Background: an optimization exercise with open tools, aiming at small area, a short achievable clock period and few clock cycles per item. Do not read the settings as production practice. Only simulation tests tie the RTL to the original design; equivalence was not proved.

==> flow/design.v, too long to show whole: its modules and the start of the top module <==
// module kmul_tree: 1261 lines
// module kmul_final: 135 lines
// module iterative_karatsuba_hs: 75 lines
module iterative_karatsuba_hs (
    input  logic        clk,
    input  logic        rst,
    input  logic        enable,
    input  logic        in_valid,
    output logic        in_ready,
    input  logic        signed_mode,
    input  logic [31:0] A,
    input  logic [31:0] B,
    output logic        out_valid,
    input  logic        out_ready,
    output logic [63:0] C,
    output logic        busy
);
  // ...
==> flow/run.sh <==
#!/bin/bash
# synth_recipe.tcl (not shown) runs the flow's synth.tcl, then flattens the netlist and writes it again
# the make line also repeats each setting of config.mk as NAME=value (left out here)
make -C /OpenROAD-flow-scripts/flow DESIGN_CONFIG=/design/flow/config.mk WORK_HOME=/design/flow/orfs CLKGATE_MAP_FILE= SYNTH_SCRIPT=/design/flow/synth_recipe.tcl finish
==> flow/config.mk <==
export PLATFORM = sky130hd
export DESIGN_NAME = iterative_karatsuba_hs
export DESIGN_NICKNAME = iterative_karatsuba_hs
export VERILOG_FILES = /design/flow/design.v
export SDC_FILE = /design/flow/constraint.sdc
export NUM_CORES = 4
export LEC_CHECK = 0
export ABC_AREA = 1
export CAP_MARGIN = 20
export CORE_MARGIN = 2
export CORE_UTILIZATION = 40
export SETUP_SLACK_MARGIN = 5
export SLEW_MARGIN = 20
==> flow/constraint.sdc <==
create_clock -name core_clock -period 9.5 [get_ports {clk}]
set_input_delay 1.9000 -clock core_clock [delete_from_list [all_inputs] [get_ports {clk}]]
set_output_delay 1.9000 -clock core_clock [all_outputs]
set_load 0.01 [all_outputs]
==> out/metrics.yaml, run 1 <==
status: "timing/DRC/antenna clean"
cts.sinks: 277
timing.rr.start: "x_q[32]"
avgSynthCellArea_um2: 8.69
drc: 0
buf_share_pct: 8.44
seq_cells: 277
final_nets: 4949
design_area_um2: 42100
largest_register_ffs: 127
seq_share_pct: 19.7
startpoint_type: "register"
setup_viol: 0
min_period_over_period_pct: 47.2
synth_xor_area_share_pct: 14.6
yosysSeqAreaShare_pct: 22.6
yosysWarnings: 1
ant_nets: 0
tritoncts: "done"
placementRows: 111
dr_wl_met2_mm: 56.4
synth_top_family_by_area: "adder cells"
yosys.area_share.simple_pct: 10.4
antenna_found_initial: 7
r2r_cells: 13
criticalPathCategory: "register to register"
Testbench counts, summed over its fixed seeds: cycles 2,072, items 2,048.
==> module kmul_final, before the edit <==
module kmul_final (
    input  logic [126:0] cs,
    output logic [63:0] p
);
    logic [63:0] ra, rb;
    assign ra[0] = cs[0];
    assign rb[0] = cs[1];
    assign ra[1] = cs[2];
    assign rb[1] = 1'b0;
    assign ra[2] = cs[3];
    assign rb[2] = cs[4];
    assign ra[3] = cs[5];
    assign rb[3] = cs[6];
    assign ra[4] = cs[7];
    assign rb[4] = cs[8];
    assign ra[5] = cs[9];
    assign rb[5] = cs[10];
    assign ra[6] = cs[11];
    assign rb[6] = cs[12];
    assign ra[7] = cs[13];
    assign rb[7] = cs[14];
    assign ra[8] = cs[15];
    assign rb[8] = cs[16];
    assign ra[9] = cs[17];
    assign rb[9] = cs[18];
    assign ra[10] = cs[19];
    assign rb[10] = cs[20];
    assign ra[11] = cs[21];
    assign rb[11] = cs[22];
    assign ra[12] = cs[23];
    assign rb[12] = cs[24];
    assign ra[13] = cs[25];
    assign rb[13] = cs[26];
    assign ra[14] = cs[27];
    assign rb[14] = cs[28];
    assign ra[15] = cs[29];
    assign rb[15] = cs[30];
    assign ra[16] = cs[31];
    assign rb[16] = cs[32];
    assign ra[17] = cs[33];
    assign rb[17] = cs[34];
    assign ra[18] = cs[35];
    assign rb[18] = cs[36];
    assign ra[19] = cs[37];
    assign rb[19] = cs[38];
    assign ra[20] = cs[39];
    assign rb[20] = cs[40];
    assign ra[21] = cs[41];
    assign rb[21] = cs[42];
    assign ra[22] = cs[43];
    assign rb[22] = cs[44];
    assign ra[23] = cs[45];
    assign rb[23] = cs[46];
    assign ra[24] = cs[47];
    assign rb[24] = cs[48];
    assign ra[25] = cs[49];
    assign rb[25] = cs[50];
    assign ra[26] = cs[51];
    assign rb[26] = cs[52];
    assign ra[27] = cs[53];
    assign rb[27] = cs[54];
    assign ra[28] = cs[55];
    assign rb[28] = cs[56];
    assign ra[29] = cs[57];
    assign rb[29] = cs[58];
    assign ra[30] = cs[59];
    assign rb[30] = cs[60];
    assign ra[31] = cs[61];
    assign rb[31] = cs[62];
    assign ra[32] = cs[63];
    assign rb[32] = cs[64];
    assign ra[33] = cs[65];
    assign rb[33] = cs[66];
    assign ra[34] = cs[67];
    assign rb[34] = cs[68];
    assign ra[35] = cs[69];
    assign rb[35] = cs[70];
    assign ra[36] = cs[71];
    assign rb[36] = cs[72];
    assign ra[37] = cs[73];
    assign rb[37] = cs[74];
    assign ra[38] = cs[75];
    assign rb[38] = cs[76];
    assign ra[39] = cs[77];
    assign rb[39] = cs[78];
    assign ra[40] = cs[79];
    assign rb[40] = cs[80];
    assign ra[41] = cs[81];
    assign rb[41] = cs[82];
    assign ra[42] = cs[83];
    assign rb[42] = cs[84];
    assign ra[43] = cs[85];
    assign rb[43] = cs[86];
    assign ra[44] = cs[87];
    assign rb[44] = cs[88];
    assign ra[45] = cs[89];
    assign rb[45] = cs[90];
    assign ra[46] = cs[91];
    assign rb[46] = cs[92];
    assign ra[47] = cs[93];
    assign rb[47] = cs[94];
    assign ra[48] = cs[95];
    assign rb[48] = cs[96];
    assign ra[49] = cs[97];
    assign rb[49] = cs[98];
    assign ra[50] = cs[99];
    assign rb[50] = cs[100];
    assign ra[51] = cs[101];
    assign rb[51] = cs[102];
    assign ra[52] = cs[103];
    assign rb[52] = cs[104];
    assign ra[53] = cs[105];
    assign rb[53] = cs[106];
    assign ra[54] = cs[107];
    assign rb[54] = cs[108];
    assign ra[55] = cs[109];
    assign rb[55] = cs[110];
    assign ra[56] = cs[111];
    assign rb[56] = cs[112];
    assign ra[57] = cs[113];
    assign rb[57] = cs[114];
    assign ra[58] = cs[115];
    assign rb[58] = cs[116];
    assign ra[59] = cs[117];
    assign rb[59] = cs[118];
    assign ra[60] = cs[119];
    assign rb[60] = cs[120];
    assign ra[61] = cs[121];
    assign rb[61] = cs[122];
    assign ra[62] = cs[123];
    assign rb[62] = cs[124];
    assign ra[63] = cs[125];
    assign rb[63] = cs[126];
    assign p = ra + rb;
endmodule
==> inputs of run 2 (changes only) <==
--- a/flow/design.v
+++ b/flow/design.v
@@ -1395,7 +1395,321 @@
     assign rb[62] = cs[124];
     assign ra[63] = cs[125];
     assign rb[63] = cs[126];
-    assign p = ra + rb;
+    kmul_add u_add (.a(ra), .b(rb), .s(p));
+endmodule
+module kmul_add (
+    input  logic [63:0] a,
+    input  logic [63:0] b,
+    output logic [63:0] s
+);
+    logic [63:0] g0, p0;
+    assign g0 = a & b;
+    assign p0 = a ^ b;
+    logic gg1, pp1, gg2, pp2, gg3, pp3, gg4, pp4, gg5, pp5, gg6, pp6, gg7, pp7, gg8, pp8, gg9, pp9, gg10, pp10, gg11, pp11, gg12, pp12, gg13, pp13, gg14, pp14, gg15, pp15, gg16, pp16, gg17, pp17, gg18, pp18, gg19, pp19, gg20, pp20, gg21, pp21, gg22, pp22, gg23, pp23, gg24, pp24, gg25, pp25, gg26, pp26, gg27, pp27, gg28, pp28, gg29, pp29, gg30, pp30, gg31, pp31, gg32, pp32, gg33, pp33, gg34, pp34, gg35, pp35, gg36, pp36, gg37, pp37, gg38, pp38, gg39, pp39, gg40, pp40, gg41, pp41, gg42, pp42, gg43, pp43, gg44, pp44, gg45, pp45, gg46, pp46, gg47, pp47, gg48, pp48, gg49, pp49, gg50, pp50, gg51, pp51, gg52, pp52, gg53, pp53, gg54, pp54, gg55, pp55, gg56, pp56, gg57, pp57, gg58, pp58, gg59, pp59, gg60, pp60, gg61, pp61, gg62, pp62, gg63, pp63, gg64, pp64, gg65, pp65, gg66, pp66, gg67, pp67, gg68, pp68, gg69, pp69, gg70, pp70, gg71, pp71, gg72, pp72, gg73, pp73, gg74, pp74, gg75, pp75, gg76, pp76, gg77, pp77, gg78, pp78, gg79, pp79, gg80, pp80, gg81, pp81, gg82, pp82, gg83, pp83, gg84, pp84, gg85, pp85, gg86, pp86, gg87, pp87, gg88, pp88, gg89, pp89, gg90, pp90, gg91, pp91, gg92, pp92, gg93, pp93, gg94, pp94, gg95, pp95, gg96, pp96, gg97, pp97, gg98, pp98, gg99, pp99, gg100, pp100, gg101, pp101, gg102, pp102, gg103, pp103, gg104, pp104, gg105, pp105, gg106, pp106, gg107, pp107, gg108, pp108, gg109, pp109, gg110, pp110, gg111, pp111, gg112, pp112, gg113, pp113, gg114, pp114, gg115, pp115, gg116, pp116, gg117, pp117, gg118, pp118, gg119, pp119, gg120, pp120;
+    assign gg1 = g0[1] | (p0[1] & g0[0]);
+    assign pp1 = p0[1] & p0[0];
+    assign gg2 = g0[3] | (p0[3] & g0[2]);
+    assign pp2 = p0[3] & p0[2];
+    assign gg3 = g0[5] | (p0[5] & g0[4]);
+    assign pp3 = p0[5] & p0[4];
+    assign gg4 = g0[7] | (p0[7] & g0[6]);
+    assign pp4 = p0[7] & p0[6];
+    assign gg5 = g0[9] | (p0[9] & g0[8]);
+    assign pp5 = p0[9] & p0[8];
+    assign gg6 = g0[11] | (p0[11] & g0[10]);
+    assign pp6 = p0[11] & p0[10];
+    assign gg7 = g0[13] | (p0[13] & g0[12]);
+    assign pp7 = p0[13] & p0[12];
+    assign gg8 = g0[15] | (p0[15] & g0[14]);
+    assign pp8 = p0[15] & p0[14];
+    assign gg9 = g0[17] | (p0[17] & g0[16]);
+    assign pp9 = p0[17] & p0[16];
+    assign gg10 = g0[19] | (p0[19] & g0[18]);
+    assign pp10 = p0[19] & p0[18];
+    assign gg11 = g0[21] | (p0[21] & g0[20]);
+    assign pp11 = p0[21] & p0[20];
+    assign gg12 = g0[23] | (p0[23] & g0[22]);
+    assign pp12 = p0[23] & p0[22];
+    assign gg13 = g0[25] | (p0[25] & g0[24]);
+    assign pp13 = p0[25] & p0[24];
+    assign gg14 = g0[27] | (p0[27] & g0[26]);
+    assign pp14 = p0[27] & p0[26];
+    assign gg15 = g0[29] | (p0[29] & g0[28]);
+    assign pp15 = p0[29] & p0[28];
+    assign gg16 = g0[31] | (p0[31] & g0[30]);
+    assign pp16 = p0[31] & p0[30];
+    assign gg17 = g0[33] | (p0[33] & g0[32]);
+    assign pp17 = p0[33] & p0[32];
+    assign gg18 = g0[35] | (p0[35] & g0[34]);
+    assign pp18 = p0[35] & p0[34];
+    assign gg19 = g0[37] | (p0[37] & g0[36]);
+    assign pp19 = p0[37] & p0[36];
+    assign gg20 = g0[39] | (p0[39] & g0[38]);
+    assign pp20 = p0[39] & p0[38];
+    assign gg21 = g0[41] | (p0[41] & g0[40]);
+    assign pp21 = p0[41] & p0[40];
+    assign gg22 = g0[43] | (p0[43] & g0[42]);
+    assign pp22 = p0[43] & p0[42];
+    assign gg23 = g0[45] | (p0[45] & g0[44]);
+    assign pp23 = p0[45] & p0[44];
+    assign gg24 = g0[47] | (p0[47] & g0[46]);
+    assign pp24 = p0[47] & p0[46];
+    assign gg25 = g0[49] | (p0[49] & g0[48]);
+    assign pp25 = p0[49] & p0[48];
+    assign gg26 = g0[51] | (p0[51] & g0[50]);
+    assign pp26 = p0[51] & p0[50];
+    assign gg27 = g0[53] | (p0[53] & g0[52]);
+    assign pp27 = p0[53] & p0[52];
+    assign gg28 = g0[55] | (p0[55] & g0[54]);
+    assign pp28 = p0[55] & p0[54];
+    assign gg29 = g0[57] | (p0[57] & g0[56]);
+    assign pp29 = p0[57] & p0[56];
+    assign gg30 = g0[59] | (p0[59] & g0[58]);
+    assign pp30 = p0[59] & p0[58];
+    assign gg31 = g0[61] | (p0[61] & g0[60]);
+    assign pp31 = p0[61] & p0[60];
+    assign gg32 = g0[63] | (p0[63] & g0[62]);
+    assign pp32 = p0[63] & p0[62];
+    assign gg33 = gg2 | (pp2 & gg1);
+    assign pp33 = pp2 & pp1;
+    assign gg34 = gg4 | (pp4 & gg3);
+    assign pp34 = pp4 & pp3;
+    assign gg35 = gg6 | (pp6 & gg5);
+    assign pp35 = pp6 & pp5;
+    assign gg36 = gg8 | (pp8 & gg7);
+    assign pp36 = pp8 & pp7;
+    assign gg37 = gg10 | (pp10 & gg9);
+    assign pp37 = pp10 & pp9;
+    assign gg38 = gg12 | (pp12 & gg11);
+    assign pp38 = pp12 & pp11;
+    assign gg39 = gg14 | (pp14 & gg13);
+    assign pp39 = pp14 & pp13;
+    assign gg40 = gg16 | (pp16 & gg15);
+    assign pp40 = pp16 & pp15;
+    assign gg41 = gg18 | (pp18 & gg17);
+    assign pp41 = pp18 & pp17;
+    assign gg42 = gg20 | (pp20 & gg19);
+    assign pp42 = pp20 & pp19;
+    assign gg43 = gg22 | (pp22 & gg21);
+    assign pp43 = pp22 & pp21;
+    assign gg44 = gg24 | (pp24 & gg23);
+    assign pp44 = pp24 & pp23;
+    assign gg45 = gg26 | (pp26 & gg25);
+    assign pp45 = pp26 & pp25;
+    assign gg46 = gg28 | (pp28 & gg27);
+    assign pp46 = pp28 & pp27;
+    assign gg47 = gg30 | (pp30 & gg29);
+    assign pp47 = pp30 & pp29;
+    assign gg48 = gg32 | (pp32 & gg31);
+    assign pp48 = pp32 & pp31;
+    assign gg49 = gg34 | (pp34 & gg33);
+    assign pp49 = pp34 & pp33;
+    assign gg50 = gg36 | (pp36 & gg35);
+    assign pp50 = pp36 & pp35;
+    assign gg51 = gg38 | (pp38 & gg37);
+    assign pp51 = pp38 & pp37;
+    assign gg52 = gg40 | (pp40 & gg39);
+    assign pp52 = pp40 & pp39;
+    assign gg53 = gg42 | (pp42 & gg41);
+    assign pp53 = pp42 & pp41;
+    assign gg54 = gg44 | (pp44 & gg43);
+    assign pp54 = pp44 & pp43;
+    assign gg55 = gg46 | (pp46 & gg45);
+    assign pp55 = pp46 & pp45;
+    assign gg56 = gg48 | (pp48 & gg47);
+    assign pp56 = pp48 & pp47;
+    assign gg57 = gg50 | (pp50 & gg49);
+    assign pp57 = pp50 & pp49;
+    assign gg58 = gg52 | (pp52 & gg51);
+    assign pp58 = pp52 & pp51;
+    assign gg59 = gg54 | (pp54 & gg53);
+    assign pp59 = pp54 & pp53;
+    assign gg60 = gg56 | (pp56 & gg55);
+    assign pp60 = pp56 & pp55;
+    assign gg61 = gg58 | (pp58 & gg57);
+    assign pp61 = pp58 & pp57;
+    assign gg62 = gg60 | (pp60 & gg59);
+    assign pp62 = pp60 & pp59;
+    assign gg63 = gg62 | (pp62 & gg61);
+    assign pp63 = pp62 & pp61;
+    assign gg64 = gg59 | (pp59 & gg61);
+    assign pp64 = pp59 & pp61;
+    assign gg65 = gg51 | (pp51 & gg57);
+    assign pp65 = pp51 & pp57;
+    assign gg66 = gg53 | (pp53 & gg61);
+    assign pp66 = pp53 & pp61;
+    assign gg67 = gg55 | (pp55 & gg64);
+    assign pp67 = pp55 & pp64;
+    assign gg68 = gg35 | (pp35 & gg49);
+    assign pp68 = pp35 & pp49;
+    assign gg69 = gg37 | (pp37 & gg57);
+    assign pp69 = pp37 & pp57;
+    assign gg70 = gg39 | (pp39 & gg65);
+    assign pp70 = pp39 & pp65;
+    assign gg71 = gg41 | (pp41 & gg61);
+    assign pp71 = pp41 & pp61;
+    assign gg72 = gg43 | (pp43 & gg66);
+    assign pp72 = pp43 & pp66;
+    assign gg73 = gg45 | (pp45 & gg64);
+    assign pp73 = pp45 & pp64;
+    assign gg74 = gg47 | (pp47 & gg67);
+    assign pp74 = pp47 & pp67;
+    assign gg75 = gg3 | (pp3 & gg33);
+    assign pp75 = pp3 & pp33;
+    assign gg76 = gg5 | (pp5 & gg49);
+    assign pp76 = pp5 & pp49;
+    assign gg77 = gg7 | (pp7 & gg68);
+    assign pp77 = pp7 & pp68;
+    assign gg78 = gg9 | (pp9 & gg57);
+    assign pp78 = pp9 & pp57;
+    assign gg79 = gg11 | (pp11 & gg69);
+    assign pp79 = pp11 & pp69;
+    assign gg80 = gg13 | (pp13 & gg65);
+    assign pp80 = pp13 & pp65;
+    assign gg81 = gg15 | (pp15 & gg70);
+    assign pp81 = pp15 & pp70;
+    assign gg82 = gg17 | (pp17 & gg61);
+    assign pp82 = pp17 & pp61;
+    assign gg83 = gg19 | (pp19 & gg71);
+    assign pp83 = pp19 & pp71;
+    assign gg84 = gg21 | (pp21 & gg66);
+    assign pp84 = pp21 & pp66;
+    assign gg85 = gg23 | (pp23 & gg72);
+    assign pp85 = pp23 & pp72;
+    assign gg86 = gg25 | (pp25 & gg64);
+    assign pp86 = pp25 & pp64;
+    assign gg87 = gg27 | (pp27 & gg73);
+    assign pp87 = pp27 & pp73;
+    assign gg88 = gg29 | (pp29 & gg67);
+    assign pp88 = pp29 & pp67;
+    assign gg89 = gg31 | (pp31 & gg74);
+    assign pp89 = pp31 & pp74;
+    assign gg90 = g0[2] | (p0[2] & gg1);
+    assign pp90 = p0[2] & pp1;
+    assign gg91 = g0[4] | (p0[4] & gg33);
+    assign pp91 = p0[4] & pp33;
+    assign gg92 = g0[6] | (p0[6] & gg75);
+    assign pp92 = p0[6] & pp75;
+    assign gg93 = g0[8] | (p0[8] & gg49);
+    assign pp93 = p0[8] & pp49;
+    assign gg94 = g0[10] | (p0[10] & gg76);
+    assign pp94 = p0[10] & pp76;
+    assign gg95 = g0[12] | (p0[12] & gg68);
+    assign pp95 = p0[12] & pp68;
+    assign gg96 = g0[14] | (p0[14] & gg77);
+    assign pp96 = p0[14] & pp77;
+    assign gg97 = g0[16] | (p0[16] & gg57);
+    assign pp97 = p0[16] & pp57;
+    assign gg98 = g0[18] | (p0[18] & gg78);
+    assign pp98 = p0[18] & pp78;
+    assign gg99 = g0[20] | (p0[20] & gg69);
+    assign pp99 = p0[20] & pp69;
+    assign gg100 = g0[22] | (p0[22] & gg79);
+    assign pp100 = p0[22] & pp79;
+    assign gg101 = g0[24] | (p0[24] & gg65);
+    assign pp101 = p0[24] & pp65;
+    assign gg102 = g0[26] | (p0[26] & gg80);
+    assign pp102 = p0[26] & pp80;
+    assign gg103 = g0[28] | (p0[28] & gg70);
+    assign pp103 = p0[28] & pp70;
+    assign gg104 = g0[30] | (p0[30] & gg81);
+    assign pp104 = p0[30] & pp81;
+    assign gg105 = g0[32] | (p0[32] & gg61);
+    assign pp105 = p0[32] & pp61;
+    assign gg106 = g0[34] | (p0[34] & gg82);
+    assign pp106 = p0[34] & pp82;
+    assign gg107 = g0[36] | (p0[36] & gg71);
+    assign pp107 = p0[36] & pp71;
+    assign gg108 = g0[38] | (p0[38] & gg83);
+    assign pp108 = p0[38] & pp83;
+    assign gg109 = g0[40] | (p0[40] & gg66);
+    assign pp109 = p0[40] & pp66;
+    assign gg110 = g0[42] | (p0[42] & gg84);
+    assign pp110 = p0[42] & pp84;
+    assign gg111 = g0[44] | (p0[44] & gg72);
+    assign pp111 = p0[44] & pp72;
+    assign gg112 = g0[46] | (p0[46] & gg85);
+    assign pp112 = p0[46] & pp85;
+    assign gg113 = g0[48] | (p0[48] & gg64);
+    assign pp113 = p0[48] & pp64;
+    assign gg114 = g0[50] | (p0[50] & gg86);
+    assign pp114 = p0[50] & pp86;
+    assign gg115 = g0[52] | (p0[52] & gg73);
+    assign pp115 = p0[52] & pp73;
+    assign gg116 = g0[54] | (p0[54] & gg87);
+    assign pp116 = p0[54] & pp87;
+    assign gg117 = g0[56] | (p0[56] & gg67);
+    assign pp117 = p0[56] & pp67;
+    assign gg118 = g0[58] | (p0[58] & gg88);
+    assign pp118 = p0[58] & pp88;
+    assign gg119 = g0[60] | (p0[60] & gg74);
+    assign pp119 = p0[60] & pp74;
+    assign gg120 = g0[62] | (p0[62] & gg89);
+    assign pp120 = p0[62] & pp89;
+    assign s[0] = p0[0];
+    assign s[1] = p0[1] ^ g0[0];
+    assign s[2] = p0[2] ^ gg1;
+    assign s[3] = p0[3] ^ gg90;
+    assign s[4] = p0[4] ^ gg33;
+    assign s[5] = p0[5] ^ gg91;
+    assign s[6] = p0[6] ^ gg75;
+    assign s[7] = p0[7] ^ gg92;
+    assign s[8] = p0[8] ^ gg49;
+    assign s[9] = p0[9] ^ gg93;
+    assign s[10] = p0[10] ^ gg76;
+    assign s[11] = p0[11] ^ gg94;
+    assign s[12] = p0[12] ^ gg68;
+    assign s[13] = p0[13] ^ gg95;
+    assign s[14] = p0[14] ^ gg77;
+    assign s[15] = p0[15] ^ gg96;
+    assign s[16] = p0[16] ^ gg57;
+    assign s[17] = p0[17] ^ gg97;
+    assign s[18] = p0[18] ^ gg78;
+    assign s[19] = p0[19] ^ gg98;
+    assign s[20] = p0[20] ^ gg69;
+    assign s[21] = p0[21] ^ gg99;
+    assign s[22] = p0[22] ^ gg79;
+    assign s[23] = p0[23] ^ gg100;
+    assign s[24] = p0[24] ^ gg65;
+    assign s[25] = p0[25] ^ gg101;
+    assign s[26] = p0[26] ^ gg80;
+    assign s[27] = p0[27] ^ gg102;
+    assign s[28] = p0[28] ^ gg70;
+    assign s[29] = p0[29] ^ gg103;
+    assign s[30] = p0[30] ^ gg81;
+    assign s[31] = p0[31] ^ gg104;
+    assign s[32] = p0[32] ^ gg61;
+    assign s[33] = p0[33] ^ gg105;
+    assign s[34] = p0[34] ^ gg82;
+    assign s[35] = p0[35] ^ gg106;
+    assign s[36] = p0[36] ^ gg71;
+    assign s[37] = p0[37] ^ gg107;
+    assign s[38] = p0[38] ^ gg83;
+    assign s[39] = p0[39] ^ gg108;
+    assign s[40] = p0[40] ^ gg66;
+    assign s[41] = p0[41] ^ gg109;
+    assign s[42] = p0[42] ^ gg84;
+    assign s[43] = p0[43] ^ gg110;
+    assign s[44] = p0[44] ^ gg72;
+    assign s[45] = p0[45] ^ gg111;
+    assign s[46] = p0[46] ^ gg85;
+    assign s[47] = p0[47] ^ gg112;
+    assign s[48] = p0[48] ^ gg64;
+    assign s[49] = p0[49] ^ gg113;
+    assign s[50] = p0[50] ^ gg86;
+    assign s[51] = p0[51] ^ gg114;
+    assign s[52] = p0[52] ^ gg73;
+    assign s[53] = p0[53] ^ gg115;
+    assign s[54] = p0[54] ^ gg87;
+    assign s[55] = p0[55] ^ gg116;
+    assign s[56] = p0[56] ^ gg67;
+    assign s[57] = p0[57] ^ gg117;
+    assign s[58] = p0[58] ^ gg88;
+    assign s[59] = p0[59] ^ gg118;
+    assign s[60] = p0[60] ^ gg74;
+    assign s[61] = p0[61] ^ gg119;
+    assign s[62] = p0[62] ^ gg89;
+    assign s[63] = p0[63] ^ gg120;
 endmodule
 module iterative_karatsuba_hs (
     input  logic        clk,
--- a/flow/config.mk
+++ b/flow/config.mk
@@ -8,6 +8,6 @@
 export ABC_AREA = 1
 export CAP_MARGIN = 20
 export CORE_MARGIN = 2
-export CORE_UTILIZATION = 40
+export CORE_UTILIZATION = 45
 export SETUP_SLACK_MARGIN = 5
 export SLEW_MARGIN = 20
==> run 2 against run 1 <==
Effect of this change:
- wire length fell by 13%
- still clean on timing, DRC and antenna
- critical path depth fell by 1
- hold slack barely moved
- critical path type unchanged
- clock skew fell by 0.011 ns
- die area fell by 19%
==> out/metrics.yaml, run 2 <==
htree_levels: 2
setup_viol: 0  # unchanged
fill_cells: 6528
maxCapViolations: 0
final_cell_mix: "inv_1 (681), xor2_1 (595), o22ai_1 (511)"
worst_skew_pair.late_latency_ns: 0.57
criticalPathCategory: "register to register"
setup_tns_ns: 0
avgSynthCellArea_um2: 10.2  # +17%
drtIter0Drc: 3311
startpoint: "ng_q[9]"
synth-async-reset-ratio_pct: 0
synthCells: 3282
timing.fmax_mhz: 225
drc: 0  # unchanged
ys_types: 34
yosysWarnings: 1  # unchanged
layout-area-overhead-vs-synth_pct: 13.1
n_antenna_cell: 0
netlist_area_um2: 33400
final_nets: 4008  # -19%
drive_above_1_share_pct: 7.53
numCtsBuffers: 34
die-area_um2: 76500
holdCritPathClass: "register to register"
die_h_um: 277
synth_top_cell_by_area: "fa_1"
hold_violations: 0
maxSlewViolCount: 0
synth_edf_count: 274
grt_max_degree: 66
reg.largest.list: "cs_q x127, c_q x64, x_q x33"
place_congestion: 0.943
overflow: 0
timing.final.crit_period_ns: 4.45
rsz0062_at_grt: "true"
crit_required_ns: 9.79
drtPass1Iterations: 6
critPathMaxFanout: 19
min_period_over_period_pct: 46.8  # -0.43 points
yosysSeqAreaShare_pct: 24.8  # +2.2 points
via_per_inst: 5.94
start_util_pct: 45.7
critPathArrivalTime_ns: 4.73
path_clk_slew_ns: 0.06
placementRows: 99  # -11%
hold_buffers: 0
io_pins: 137
core_region_area_um2: 73200
grt_pass1_vias: 27300
r2r_slack_ns: 5.05
grt_pass1_wl_mm: 171
via_count: 25600
dpl_cell_area_um2: 35700
synth_top_area_share_pct: 29.9
synth_nets: 3966
timing.rr.start: "ng_q[9]"
ant_nets: 0  # unchanged
tritoncts: "done"
min_from: "v0_q"
synth_ff_type: "edfxtp_1"
ctsLongestPathBuffers: 3
clock-skew-final_ns: 0.0235
regMostFlops: "cs_q"
routed_wl_mm: 114
place.port_buffers: 136
synth_seq_cells: 277
wire_per_inst_um: 26.5
cts.sinks: 277  # unchanged
cp-end-kind: "register"
design_area_um2: 37800  # -10%
layout_commonest_cell: "inv_1"
slew_headroom_pct: 31.7
largest_register_ffs: 127  # unchanged
tightest_slew_ns: 1.02
startpoint_type: "register"
cts-root-buf: "clkbuf_16"
status: "timing/DRC/antenna clean"
grtUsageTotal_pct: 29.6
die_x_um: 277
synth_common_cells: "inv_1 (698), xor2_1 (600), o22ai_1 (512)"
dpl.hpwl_mm: 73.8
yosysMostFrequentCell: "inv_1"
synthTopCellsByArea: "fa_1 (30%), edfxtp_1 (25%), xor2_1 (16%)"
antenna_found_initial: 2  # -5
-- run 2: changes by cell type in the layout (fill, tap and decap cells not counted), sizes merged, moves of 16 or more --
cell   delta
inv     -260
nand2   -528
nor3     -16
buf      -19
nor2    -101
a21oi    -20
fa       +31
nand3    -49
-- run 2: metrics by stage --
stage	hold slack [ns]	util [%]	setup slack (ns)	std cells
floorplan	0.424	-	5.05	3282
global placement	0.476	48.7	4.33	4213
detailed placement	0.492	48.7	4.28	4213
CTS	0.506	50.7	4.97	4291
global route	0.539	51.7	4.96	4306
finish	0.505	51.7	5.05	4306
-- run 2: metal layers --
layer / vias up / track usage [%] / routed length, um
met2: 1746 / 44.8 / 49300
met4: 4 / 12.6 / 5470
met5: - / 0 / 27
met3: 437 / 9.21 / 14700
li1: 10600 / - / -
met1: 12800 / 39.3 / 44400
-- run 2: repair_timing --
item,4_1_cts,5_1_grt
buffers inserted,19,8
gates cloned,0,7
setup endpoints to repair,50,22
resized for setup,58,165
-- run 2: logic make-up after synthesis --
logic type      synth area share, %
fa+ha+maj                      34.2
flops                          24.8
buf+inv                        11.0
simple gates                   2.73
mux                           0.471
xor+xnor                       16.0
compound gates                 10.8
-- run 2: final cells by class --
cell class / instances / area [um^2] / area share, %
Clock inverter: 15 / 149 / 0.394
Tap cell: 959 / 1200 / 3.17
Timing Repair Buffer: 260 / 2970 / 7.86
Clock buffer: 44 / 910 / 2.40
Multi-Input combinational cell: 2039 / 21600 / 57.0
Inverter: 712 / 2760 / 7.28
Sequential cell: 277 / 8290 / 21.9
-- run 2: path summary, 6_finish.rpt --
kind              depth (start not counted)        to
setup / recovery                         12  cs_q[72]
setup reg to reg                         12  cs_q[72]
hold reg to reg                           2      v1_q
hold / removal                            2      v1_q
-- run 2: worst max-delay path, stage by stage, from the launching register on --
cell	delay [ns]
edfxtp_1	0.34
buf_6	0.34
inv_4	0.28
xor2_1	0.25
fa_1	0.46
inv_1	0.15
fa_1	0.50
fa_1	0.50
fa_1	0.36
inv_1	0.07
fa_1	0.40
inv_1	0.09
fa_1	0.41
Testbench counts of run 2, summed over its fixed seeds: cycles 2,072, items 2,048.
==> inputs of run 3 (changes only) <==
==> flow/flow/run.sh (new file) <==
#!/bin/bash
set -euo pipefail
MARGIN=${MARGIN:-5.3}
R=orfs/results/sky130hd/iterative_karatsuba_hs/base
bash standard.sh synth > standard_synth.log 2>&1
cp $R/1_2_yosys.v $R/1_2_yosys.std.v
python3 flow/fa_polarity.py $R/1_2_yosys.std.v $R/1_2_yosys.pol.v > fa_polarity.log 2>&1
sleep 1
cp $R/1_2_yosys.pol.v $R/1_2_yosys.v
bash standard.sh SETUP_SLACK_MARGIN=$MARGIN finish > standard_flow.log 2>&1
==> flow/flow/fa_polarity.py (new file) <==
#!/usr/bin/env python3
"""Remove inverters around full-adder cells in a mapped netlist.

A full adder is self-dual: FA(~a, ~b, ~c) = (~sum, ~cout). Each fa cell may
therefore be 'flipped' (fed and read in the opposite polarity) without
changing what the circuit computes. This script chooses a polarity for every
fa cell so that fewer inverters are needed, removes the netlist's inverters
and adds back one inverter per signal that some load still needs inverted.
Registers and every other cell are left as they are.

usage: fa_polarity.py IN.v OUT.v
"""
import re
import sys

ROUNDS = 200

src = open(sys.argv[1]).read()
src = re.sub(r"\(\*.*?\*\)", "", src, flags=re.S)
src = re.sub(r"/\*.*?\*/", "", src, flags=re.S)
m = re.search(r"\bmodule\s+(\S+)\s*\((.*?)\);", src, re.S)
head_end = m.end()
body_end = src.rindex("endmodule")
body = src[head_end:body_end]

# split body into statements
stmts = [s.strip() for s in re.split(r";\s*\n", body) if s.strip()]
cell_re = re.compile(r"^(sky130_fd_sc_hd__\w+)\s+(\S+)\s*\((.*)\)$", re.S)
pin_re = re.compile(r"\.(\w+)\((.*?)\)\s*(?:,|$)", re.S)
OUTS = {"X", "Y", "Q", "Q_N", "SUM", "COUT", "HI", "LO"}

decls, cells, others = [], [], []
ports = set()
for s in stmts:
    if re.match(r"^(input|output|inout)\b", s):
        decls.append(s)
        for nm in re.findall(r"(\\\S+|[A-Za-z_][\w$]*)\s*$", s):
            ports.add(nm)
        nm = s.split()[-1]
        ports.add(nm)
    elif re.match(r"^wire\b", s):
        decls.append(s)
    else:
        cm = cell_re.match(s)
        if cm:
            typ, name, pins = cm.groups()
            pm = {}
            for p, n in pin_re.findall(pins + ","):
                pm[p] = n.strip()
            cells.append([typ, name, pm])
        else:
            others.append(s)


def base(n):
    # net name without bit select on escaped/vector names, for port test
    n = n.strip()
    if n.startswith("\\"):
        return n.split()[0]
    return re.sub(r"\[\d+\]$", "", n)


port_bases = set(base(p) for p in ports)
# nets referenced in assign statements / other statements: keep untouched
pinned = set()
for s in others:
    for tok in re.findall(r"\\\S+ |[A-Za-z_][\w$]*(?:\[\d+\])?", s + " "):
        pinned.add(tok.strip())


def is_port(n):
    return base(n) in port_bases or n.strip() in pinned or base(n) in pinned


def isinv(t):
    return re.match(r"sky130_fd_sc_hd__(clk)?inv(lp)?_\d+$", t) is not None


def isxor(t):
    return re.match(r"sky130_fd_sc_hd__x(n)?or2_\d+$", t) is not None


def isfa(t):
    return re.match(r"sky130_fd_sc_hd__fa_\d+$", t) is not None


driver = {}
for i, (t, nm, pm) in enumerate(cells):
    for p, n in pm.items():
        if p in OUTS and n:
            driver[n] = i

inv_idx = set()
for i, (t, nm, pm) in enumerate(cells):
    if isinv(t) and not is_port(pm["Y"]) and pm["A"] and not pm["A"].startswith("1'"):
        inv_idx.add(i)


def root(n):
    q = 0
    seen = 0
    while n in driver and driver[n] in inv_idx:
        n = cells[driver[n]][2]["A"]
        q ^= 1
        seen += 1
        if seen > 50:
            break
    return n, q


fa_idx = [i for i, c in enumerate(cells) if isfa(c[0]) or isxor(c[0])]
xor_set = set(i for i in fa_idx if isxor(cells[i][0]))
flip = {i: 0 for i in fa_idx}
fixed = set()
for i in fa_idx:
    pm = cells[i][2]
    if is_port(pm.get("SUM", "")) or is_port(pm.get("COUT", "")) or is_port(pm.get("X", "")) or (i in xor_set and is_port(pm.get("Y", ""))):
        fixed.add(i)

# loads: list of (cell index, pin, root, parity)
loads = []
for i, (t, nm, pm) in enumerate(cells):
    if i in inv_idx:
        continue
    for p, n in pm.items():
        if p in OUTS or not n or n.startswith("1'") or n.startswith("{"):
            continue
        r, q = root(n)
        loads.append((i, p, r, q))
# inverters whose outputs are kept (port nets) are normal loads of their input: handled above,
# since they are not in inv_idx.

# index: root -> list of load ids ; fa -> list of load ids on it ; fa -> roots it drives
by_root = {}
for k, (i, p, r, q) in enumerate(loads):
    by_root.setdefault(r, []).append(k)
fa_loads = {i: [] for i in fa_idx}
for k, (i, p, r, q) in enumerate(loads):
    if i in fa_loads:
        fa_loads[i].append(k)
fa_outs = {i: [cells[i][2].get("SUM"), cells[i][2].get("COUT"), cells[i][2].get("X"), cells[i][2].get("Y") if i in xor_set else None] for i in fa_idx}


def supply(r):
    d = driver.get(r)
    if d is not None and d in flip:
        return flip[d]
    return 0


def need(k):
    i, p, r, q = loads[k]
    if i in xor_set:
        return None
    return q ^ (flip[i] if i in flip else 0)


def root_cost(r):
    s = supply(r)
    for k in by_root.get(r, []):
        n = need(k)
        if n is not None and n != s:
            return 1
    return 0


def total():
    return sum(root_cost(r) for r in by_root)


before = sum(1 for _ in inv_idx)
cost = total()
changed = True
it = 0
while changed and it < 50:
    changed = False
    it += 1
    for i in fa_idx:
        if i in fixed:
            continue
        rs = set(loads[k][2] for k in fa_loads[i]) | set(x for x in fa_outs[i] if x)
        c0 = sum(root_cost(r) for r in rs)
        flip[i] ^= 1
        c1 = sum(root_cost(r) for r in rs)
        if c1 < c0:
            changed = True
        else:
            flip[i] ^= 1
cost = total()

# a few rounds of random kicks followed by greedy descent, keeping the best
import random
rng = random.Random(1)
best = dict(flip)
best_cost = cost
free = [i for i in fa_idx if i not in fixed]


def descend():
    ch = True
    while ch:
        ch = False
        for i in free:
            rs = set(loads[k][2] for k in fa_loads[i]) | set(x for x in fa_outs[i] if x)
            c0 = sum(root_cost(r) for r in rs)
            flip[i] ^= 1
            c1 = sum(root_cost(r) for r in rs)
            if c1 < c0:
                ch = True
            else:
                flip[i] ^= 1


for rnd in range(ROUNDS):
    for i in rng.sample(free, max(1, len(free) // 20)):
        flip[i] ^= 1
    descend()
    c = total()
    if c <= best_cost:
        best_cost = c
        best = dict(flip)
    else:
        flip.update(best)
flip.update(best)
cost = total()

# rewrite
newinv = {}
extra_wires = []
out_cells = []
for r in by_root:
    s = supply(r)
    if any(need(k) is not None and need(k) != s for k in by_root[r]):
        nn = f"_fapol{len(newinv)}_"
        newinv[r] = nn
        extra_wires.append(nn)
mism = {i: 0 for i in xor_set}
for k, (i, p, r, q) in enumerate(loads):
    n = need(k)
    if n is None:
        tgt = r
        mism[i] ^= supply(r) ^ q
    else:
        tgt = r if n == supply(r) else newinv[r]
    cells[i][2][p] = tgt
for i in xor_set:
    if mism[i] ^ flip[i]:
        t = cells[i][0]
        pm = cells[i][2]
        if "xnor2" in t:
            cells[i][0] = t.replace("xnor2", "xor2")
            cells[i][2] = {("X" if p == "Y" else p): n for p, n in pm.items()}
        else:
            cells[i][0] = t.replace("xor2", "xnor2")
            cells[i][2] = {("Y" if p == "X" else p): n for p, n in pm.items()}

lines = []
for i, (t, nm, pm) in enumerate(cells):
    if i in inv_idx:
        continue
    pins = ",\n".join(f"    .{p}({n} )" for p, n in pm.items())
    lines.append(f"  {t} {nm} (\n{pins}\n  );")
for r, nn in newinv.items():
    lines.append(f"  sky130_fd_sc_hd__inv_1 {nn}inst (\n    .A({r} ),\n    .Y({nn} )\n  );")

out = src[:head_end] + "\n"
out += "".join(f"  {d} ;\n" for d in decls)
out += "".join(f"  wire {w};\n" for w in extra_wires)
out += "".join(f"  {s} ;\n" for s in others)
out += "\n".join(lines) + "\n"
out += src[body_end:]
open(sys.argv[2], "w").write(out)
print(f"fa cells {len(fa_idx)} flipped {sum(flip.values())}; inverters {before} -> {len(newinv)} ({it} passes)")
==> flow/standard.sh (new file) <==
#!/bin/bash
# synth_recipe.tcl (not shown) runs the flow's synth.tcl, then flattens the netlist and writes it again
# the make line also repeats each setting of config.mk as NAME=value (left out here)
make -C /OpenROAD-flow-scripts/flow DESIGN_CONFIG=/design/flow/config.mk WORK_HOME=/design/flow/orfs CLKGATE_MAP_FILE= SYNTH_SCRIPT=/design/flow/synth_recipe.tcl "${@:-finish}"
--- a/flow/config.mk
+++ b/flow/config.mk
@@ -9,5 +9,4 @@
 export CAP_MARGIN = 20
 export CORE_MARGIN = 2
 export CORE_UTILIZATION = 45
-export SETUP_SLACK_MARGIN = 5
 export SLEW_MARGIN = 20
removed: flow/run.sh
==> run 3 against run 2 <==
Effect of this change:
- synthesized area fell by 5.4%
- global-route usage rose by 0.41 points
- utilization rose by 4.0 points
- via count fell by 1.2%
- synthesized cell count fell by 15%
- maximum frequency rose by 5.0%
- die area fell by 5.3%
- first-iteration DRC count rose by 14%
- hold slack improved by 0.021 ns
- clock-buffer cell count fell by 8
- critical endpoint is now cs_q[60]
==> out/metrics.yaml, run 3 <==
layout_commonest_cell: "o22ai_1"
crit_required_ns: 9.84  # +0.05 ns
routed_wl_mm: 118  # +3.5%
hold_violations: 0  # unchanged
final_cell_mix: "o22ai_1 (502), fa_1 (473), xor2_1 (333)"
clock-skew-final_ns: 0.0328  # +0.00928 ns
place.port_buffers: 136  # unchanged
layout-area-overhead-vs-synth_pct: 22.8
critPathMaxFanout: 16  # -3
synthCells: 2800  # -15%
timing.fmax_mhz: 236  # +5.0%
overflow: 0  # unchanged
final_nets: 3687  # -8.0%
maxCapViolations: 0  # unchanged
n_antenna_cell: 0  # unchanged
avgSynthCellArea_um2: 11.3  # +11%
min_period_over_period_pct: 44.6  # -2.2 points
multi_input_area_um2: 21800  # +1.0%
die_x_um: 269  # -2.7%
numCtsBuffers: 31  # -8.8%
worst_skew_pair.late_latency_ns: 0.62  # +0.05 ns
regMostFlops: "cs_q"
die_h_um: 269  # -2.7%
reg.largest.list: "cs_q x127, c_q x64, x_q x33"
setup_viol: 0  # unchanged
path_delay_family: "adder cells"
start_util_pct: 45.3  # -0.35 points
fin_util_pct: 55.6  # +4.0 points
slew_headroom_pct: 33.7  # +2.0 points
holdCritPathClass: "register to register"
drc: 0  # unchanged
maxSlewViolCount: 0  # unchanged
wire_per_inst_um: 29.8  # +12%
ant_nets: 0  # unchanged
design_area_um2: 38800  # +2.6%
timing.final.crit_period_ns: 4.24  # -0.210 ns
drtIter0Drc: 3767  # +14%
crit_buf_inv: 2  # -3
antenna_found_initial: 0  # -2
via_count: 25300  # -1.2%
tritoncts: "done"
cts-root-buf: "clkbuf_16"
fill_cells: 5716  # -12%
path_clk_slew_ns: 0.06  # about the same
place_congestion: 0.963  # +2.1%
worstPathCellList: "inv_2 -> buf_12 -> o22ai_1 -> xnor2_1 -> fa_1 -> fa_2 -> fa_1 -> fa_2 -> fa_1 -> fa_1"
holdWs_ns: 0.525  # +0.0206 ns
criticalPathCategory: "register to register"
grt_pass1_vias: 26100  # -4.3%
ctsLongestPathBuffers: 3  # unchanged
die-area_um2: 72400  # -5.3%
dpl_cell_area_um2: 33800  # -5.1%
grtUsageTotal_pct: 30.0  # +0.41 points
cts.sinks: 277  # unchanged
dpl.hpwl_mm: 68.7  # -6.9%
drtPass1Iterations: 13  # +7
cp-end-kind: "register"
grt_max_degree: 66  # unchanged
synth_nets: 3484  # -12%
critPathArrivalTime_ns: 4.58  # -0.15 ns
tightest_slew_ns: 0.995  # -0.0295 ns
r2r_slack_ns: 5.26  # +0.21 ns
drive_above_1_share_pct: 16.3  # +8.8 points
grt_pass1_wl_mm: 164  # -4.4%
critPathMaxStageDelay_ns: 0.65  # +0.15 ns
startpoint_type: "register"
crit_top_cell: "fa_1"
io_pins: 137  # unchanged
status: "timing/DRC/antenna clean"
placementRows: 97  # -2.0%
yosysWarnings: 1  # unchanged
setup_tns_ns: 0  # unchanged
core_region_area_um2: 69800  # -4.7%
largest_register_ffs: 127  # unchanged
htree_levels: 1  # -1
crit_slowest_cell: "fa_2"
via_per_inst: 6.37  # +7.4%
rsz0062_at_grt: "true"
seq_area_um2: 8290  # unchanged
netlist_area_um2: 31600  # -5.4%
run 3: changes by cell type in the layout (fill, tap and decap cells not counted), sizes merged:
cell and delta:
inv -496, xnor2 +264, xor2 -264, buf +122, bufbuf +25, clkinvlp +14, clkbuf +10, clkinv +3
bufinv +1, dlygate4sd2 -1
run 3: worst min-delay path: cells and delay by family, from the launching register on:
kind / cells / cell delay, ns
compound gates: 1 / 0.05
simple gates: 1 / 0.08
flops: 1 / 0.35
run 3: per-layer routing:
layer  track usage [%]  up-vias  part of all wire (%)
met1              38.0    12600                    35
li1                  -     9950                     -
met3              10.7      609                    16
met4              16.1        6                   7.2
met2              44.9     2091                    42
met5              1.25        -                  0.17
run 3: timing repair:
action | in CTS | in global routing
cloned | 25 | 28
endpoints found under the setup margin | 56 | 39
resized for setup | 250 | 125
hold buffers | 0 | 0
endpoints found under the hold margin | 0 | 0
pin swaps | 10 | 38
setup buffers | 75 | 73
run 3: area by class of cell:
cell class              count  share of cell area (%)
multi-input cells        2039                    56.1
clock inverters            19                   0.438
repair buffers            424                    14.5
inverters                 230                    2.56
clock buffers              36                    2.05
well taps                 940                    3.03
flip-flops and latches    277                    21.3
run 3: worst paths after layout:
check	from	endpoint	cells past startpoint
setup reg to reg	x_q[24]	cs_q[60]	10
hold reg to reg	v0_q	v0_q	2
hold / removal	v0_q	v0_q	2
setup / recovery	x_q[24]	cs_q[60]	10
run 3: through the flow:
stage	worst slack, ns	instances
floorplan	5.15	2800
global placement	4.36	3709
detailed placement	4.33	3709
CTS	5.30	3864
global route	5.18	3965
finish	5.26	3965
==> inputs of run 4 (changes only) <==
--- a/flow/flow/run.sh
+++ b/flow/flow/run.sh
@@ -7,4 +7,4 @@
 python3 flow/fa_polarity.py $R/1_2_yosys.std.v $R/1_2_yosys.pol.v > fa_polarity.log 2>&1
 sleep 1
 cp $R/1_2_yosys.pol.v $R/1_2_yosys.v
-bash standard.sh SETUP_SLACK_MARGIN=$MARGIN finish > standard_flow.log 2>&1
+bash standard.sh SETUP_SLACK_MARGIN=$MARGIN "BUFFER_PORTS_ARGS=-buffer_cell sky130_fd_sc_hd__buf_1" finish > standard_flow.log 2>&1
--- a/flow/config.mk
+++ b/flow/config.mk
@@ -8,5 +8,5 @@
 export ABC_AREA = 1
 export CAP_MARGIN = 20
 export CORE_MARGIN = 2
-export CORE_UTILIZATION = 45
+export CORE_UTILIZATION = 55
 export SLEW_MARGIN = 20
==> run 4 against run 3 <==
Effect of this change:
- register-to-register slack worse by 0.02 ns
- via count down 1.7%
- critical path type unchanged
- still clean
- die area shrank 18%
- global-route usage grew 6.9 points
- final cell count shrank 5.4%
- wire length decreased by 5.5%
==> out/metrics.yaml, run 4 <==
ant_nets: 0  # unchanged
critPathMaxFanout: 13  # -3
via_per_inst: 6.62  # +3.9%
slew_headroom_pct: 29.9  # -3.7 points
holdPathEnd: "v0_q"
r2r_cells: 10  # unchanged
numCtsBuffers: 29  # -6.5%
layout-area-overhead-vs-synth_pct: 18.0
timing.final.crit_period_ns: 4.25  # +0.0176 ns
final_nets: 3658  # -0.79%
r2r_slack_ns: 5.25  # -0.02 ns
crit_slowest_cell: "fa_1"
overflow: 0  # unchanged
die_x_um: 244  # -9.4%
path_clk_slew_ns: 0.07  # about the same
synthCells: 2800  # unchanged
n_antenna_cell: 0  # unchanged
io_pins: 137  # unchanged
dpl.hpwl_mm: 69.4  # +1.1%
cts.sinks: 277  # unchanged
status: "timing/DRC/antenna clean"
final_cell_mix: "o22ai_1 (494), fa_1 (462), xor2_1 (330)"
cts-root-buf: "clkbuf_16"
critPathArrivalTime_ns: 4.57  # about the same
timing.rr.start: "one_q[3]"
htree_levels: 1  # unchanged
grt_pass1_vias: 25400  # -2.9%
antenna_found_initial: 0  # unchanged
crit_required_ns: 9.82  # -0.02 ns
grtUsageTotal_pct: 36.9  # +6.9 points
start_util_pct: 55.9  # +11 points
regMostFlops: "cs_q"
min_period_over_period_pct: 44.8  # +0.19 points
place_congestion: 0.978  # +1.5%
setup_tns_ns: 0  # unchanged
die-area_um2: 59400  # -18%
maxSlewViolCount: 0  # unchanged
clock-skew-final_ns: 0.00977  # -0.0230 ns
multi_input_area_um2: 21900  # +0.51%
ctsLongestPathBuffers: 3  # unchanged
grt_max_degree: 68  # +3.0%
critPathMaxStageDelay_ns: 0.60  # -0.05 ns
fin_util_pct: 66.0  # +10 points
place.port_buffers: 136  # unchanged
crit_top_cell: "fa_1"
cp-end-kind: "register"
setup_viol: 0  # unchanged
drc: 0  # unchanged
grt_pass1_wl_mm: 163  # -0.47%
wire_per_inst_um: 29.7  # about the same
timing.fmax_mhz: 235  # -0.41%
via_count: 24800  # -1.7%
worst_skew_pair.late_latency_ns: 0.58  # -0.04 ns
tightest_slew_ns: 1.05  # +0.0559 ns
netlist_area_um2: 31600  # unchanged
path_delay_family: "adder cells"
holdPathStages: 2  # unchanged
maxCapViolations: 0  # unchanged
crit_buf_inv: 2  # unchanged
synth_nets: 3484  # unchanged
core_region_area_um2: 56600  # -19%
holdCritPathClass: "register to register"
routed_wl_mm: 112  # -5.5%
drtPass1Iterations: 8  # -5
rsz0062_at_grt: "true"
tritoncts: "done"
timing.rr.end: "cs_q[68]"
min_from: "v0_q"
avgSynthCellArea_um2: 11.3  # unchanged
hold_violations: 0  # unchanged
fill_cells: 4301  # -25%
yosysWarnings: 1  # unchanged
reg.largest.list: "cs_q x127, c_q x64, x_q x33"
placementRows: 87  # -10%
layout_commonest_cell: "o22ai_1"
criticalPathCategory: "register to register"
seq_area_um2: 8290  # unchanged
drtIter0Drc: 3739  # -0.74%
drive_above_1_share_pct: 16.2  # -0.070 points
worstPathCellList: "inv_2 -> buf_12 -> o22ai_1 -> xor2_1 -> fa_1 -> fa_1 -> fa_2 -> fa_2 -> fa_1 -> fa_1"
startpoint_type: "register"
die_h_um: 244  # -9.4%
largest_register_ffs: 127  # unchanged
[run 4: layer usage]
layer	GRT usage, %	up-vias	wire (um)
met5	0	-	0
met4	16.4	0	6740
met3	12.5	512	16200
met2	52.9	2024	46800
met1	51.1	12400	41800
li1	-	9913	-
[run 4: tightest hold or removal path: stages, from the launching register on]
cell and delay, ns:
dfxtp_1 0.34, nand2_1 0.08, a21oi_1 0.05
[run 4: per-stage QoR]
stage               instance area [um^2]  std cells  hold slack, ns  worst slack (ns)
floorplan                          31700       2800           0.425              5.15
global placement                   32800       3523           0.473              4.30
detailed placement                 32800       3524           0.507              4.64
CTS                                36200       3683           0.516              5.29
global route                       37300       3751           0.540              5.19
finish                             37300       3751           0.515              5.25
[run 4: how the worst max path moves through the flow]
stage               startpoint  endpoint  slack [ns]  cells past startpoint
floorplan            out_ready   cs_q[0]        5.15                      4
global placement       ng_q[2]  cs_q[76]        4.30                      9
detailed placement     x_q[32]  cs_q[66]        4.64                      9
CTS                  out_ready  in_ready        5.29                      4
global route          two_q[3]  cs_q[68]        5.19                     10
finish                one_q[3]  cs_q[68]        5.25                     10
[run 4: layout make-up]
class	count	area share [%]
Clock inverter	19	0.573
Tap cell	756	2.53
Clock buffer	33	1.98
Sequential cell	277	22.2
Timing Repair Buffer	397	11.5
Multi-Input combinational cell	2039	58.6
Inverter	230	2.59
[run 4: what timing repair did]
| item | in CTS | in global routing |
|---|---|---|
| buffers inserted | 78 | 58 |
| endpoints found under the hold margin | 0 | 0 |
| gates resized for setup | 246 | 113 |
| hold buffers | 0 | 0 |
| pin swaps | 13 | 58 |
| endpoints found under the setup margin | 60 | 46 |
| gates cloned | 29 | 10 |
==> inputs of run 5 (changes only) <==
--- a/flow/config.mk
+++ b/flow/config.mk
@@ -8,5 +8,5 @@
 export ABC_AREA = 1
 export CAP_MARGIN = 20
 export CORE_MARGIN = 2
-export CORE_UTILIZATION = 55
+export CORE_UTILIZATION = 62
 export SLEW_MARGIN = 20
==> run 5 against run 4 <==
Effect of this change:
- still clean on timing, DRC and antenna
- first-iteration DRC count up 16%
- sequential cell count is the same
- design area decreased by 0.41%
- maximum frequency fell by 0.34%
- die area decreased by 11%
- setup slack got worse by 0.014 ns
- hold slack worse by 0.0050 ns
- sequential share of layout area is 0.092 points higher
- largest cell class unchanged
==> out/metrics.yaml, run 5 <==
routed_wl_mm: 113  # +1.7%
setup_viol: 0  # unchanged
design_area_um2: 37200  # -0.41%
timing.fmax_mhz: 234  # -0.34%
dpl.hpwl_mm: 68.3  # -1.6%
maxCapViolations: 0  # unchanged
holdCritPathClass: "register to register"
crit_required_ns: 9.84  # +0.02 ns
core_region_area_um2: 50300  # -11%
tritoncts: "done"
multi_input_area_um2: 21800  # -0.17%
avgSynthCellArea_um2: 11.3  # unchanged
start_util_pct: 62.9  # +7.0 points
dpl_cell_area_um2: 32700  # -0.36%
reg.largest.list: "cs_q x127, c_q x64, x_q x33"
yosysWarnings: 1  # unchanged
setup_tns_ns: 0  # unchanged
cts.sinks: 277  # unchanged
synthCells: 2800  # unchanged
fill_cells: 3440  # -20%
grtUsageTotal_pct: 40.4  # +3.5 points
io_pins: 137  # unchanged
ant_nets: 0  # unchanged
hold_violations: 0  # unchanged
r2r_cells: 9  # -1
critPathArrivalTime_ns: 4.61  # +0.04 ns
final_nets: 3659  # +0.027%
drtPass1Iterations: 11  # +3
startpoint: "one_q[3]"
antenna_found_initial: 0  # unchanged
drtIter0Drc: 4344  # +16%
r2r_slack_ns: 5.23  # about the same
place_congestion: 0.974  # -0.40%
largest_register_ffs: 127  # unchanged
timing.rr.end: "cs_q[80]"
grt_pass1_wl_mm: 158  # -3.1%
worst_skew_pair.late_latency_ns: 0.61  # +0.03 ns
place.port_buffers: 136  # unchanged
criticalPathCategory: "register to register"
holdPathStages: 2  # unchanged
pre_cts_ws_ns: 4.64  # -0.00464 ns
worst_slack_ns: 5.23  # -0.0144 ns
maxSlewViolCount: 0  # unchanged
via_per_inst: 6.93  # +4.7%
cts-root-buf: "clkbuf_16"
regMostFlops: "cs_q"
slew_headroom_pct: 30.2  # +0.22 points
n_antenna_cell: 0  # unchanged
grt_pass1_vias: 25200  # -0.54%
synth_nets: 3484  # unchanged
status: "timing/DRC/antenna clean"
min_period_over_period_pct: 44.9  # +0.15 points
drive_above_1_share_pct: 15.8  # -0.44 points
holdWs_ns: 0.510  # -0.00503 ns
startpoint_type: "register"
timing.rr.start: "one_q[3]"
seq_area_um2: 8290  # unchanged
cp-end-kind: "register"
die-area_um2: 52800  # -11%
final_cell_mix: "o22ai_1 (497), fa_1 (467), xor2_1 (328)"
timing.final.crit_period_ns: 4.27  # +0.0144 ns
critPathCapture: "cs_q[80]"
layout_commonest_cell: "o22ai_1"
ctsLongestPathBuffers: 3  # unchanged
placementRows: 82  # -5.7%
drc: 0  # unchanged
rsz0062_at_grt: "true"
netlist_area_um2: 31600  # unchanged
clock-skew-final_ns: 0.0226  # +0.0129 ns
critPathMaxFanout: 3  # -10
overflow: 0  # unchanged
hold_buffers: 0  # unchanged
die_h_um: 230  # -5.7%
wire_per_inst_um: 30.9  # +3.9%
grt_max_degree: 73  # +7.4%
htree_levels: 1  # unchanged
die_x_um: 230  # -5.7%
via_count: 25400  # +2.4%
tightest_slew_ns: 1.05  # -0.00323 ns
layout-area-overhead-vs-synth_pct: 17.5
numCtsBuffers: 30  # +3.4%
path_clk_slew_ns: 0.06  # about the same
## run 5: stage by stage
stage	utilization, %	std cells
2_1_floorplan	-	2800
3_3_place_gp	65.0	3441
3_5_place_dp	65.0	3441
4_1_cts	70.9	3584
5_1_grt	74.0	3669
6_report	74.0	3669
## run 5: per-layer routing
| layer | up-vias | GRT usage, % | part of all wire, % |
|---|---|---|---|
| met5 | - | 0 | 0.35 |
| met4 | 14 | 18.8 | 7.7 |
| met3 | 752 | 15.0 | 16 |
| met2 | 2325 | 57.7 | 40 |
| met1 | 12400 | 55.0 | 36 |
| li1 | 9896 | - | - |
## run 5: worst min path at each step
stage                        from       to  slack [ns]
after floorplan           ng_q[0]  cs_q[0]        0.43
after global placement       v0_q     v1_q        0.48
after detailed placement     v0_q     v1_q        0.49
after CTS                    v0_q     v1_q        0.50
after global routing         v0_q     v1_q        0.53
final                        v0_q     v1_q        0.51
## run 5: worst max-delay path, stage by stage, from the launching register on
cell and delay, ns:
edfxtp_1 0.43, buf_4 0.17, o21ai_2 0.19, xor2_2 0.31, fa_1 0.50, fa_2 0.61
fa_1 0.47, fa_2 0.39, fa_1 0.53, fa_1 0.40
## run 5: final cells by class
cell class	instances	share of cell area, %
clock buffer	39	2.11
clock inverter	15	0.448
inverter	230	2.60
multi-input combinational	2039	58.8
sequential	277	22.3
tap	672	2.26
timing repair buffer	396	11.5
timing repair inverter	1	0.0135
## run 5: what timing repair did
| item | 4_1_cts | 5_1_grt |
|---|---|---|
| setup buffers | 68 | 63 |
| gates resized for setup | 218 | 129 |
| gates cloned | 21 | 22 |
| pin swaps | 5 | 36 |
| endpoints found under the setup margin | 55 | 43 |

## separate check: timing with driven ports
The flow's constraints put no driver on any port. The routed layouts listed below were extracted and timed again, unchanged, in two steps.
Step 1: set_driving_cell puts a clkbuf_16 on clk and a buf_2 on each other input, an assumption about the parent block.
Step 2, shift: input delay + t, output delay - t, t = (earliest + latest rising clock arrival at the registers) / 2. This alone moves slack from input paths to output paths.
Slacks: ideal / step 1 / step 2; pairs: ideal / step 1.
| run | t (ns) | slack for setup (ns) | slew at the worst register clock pin (ns) |
|---|---|---|---|
| run 1 | 0.653 | 5.014 / 5.014 / 4.613 | 0.06 / 0.06 |
| run 2 | 0.626 | 5.055 / 5.055 / 5.055 | 0.06 / 0.06 |
| run 3 | 0.681 | 5.265 / 5.250 / 4.997 | 0.08 / 0.08 |
| run 4 | 0.642 | 5.247 / 5.242 / 5.073 | 0.07 / 0.07 |
| run 5 | 0.665 | 5.233 / 5.233 / 5.157 | 0.07 / 0.07 |
After both steps setup and hold are still met in every run listed. The setup slack of run 1, which loses most, moves by 0.000 ns with the drivers and by -0.401 ns with both steps.
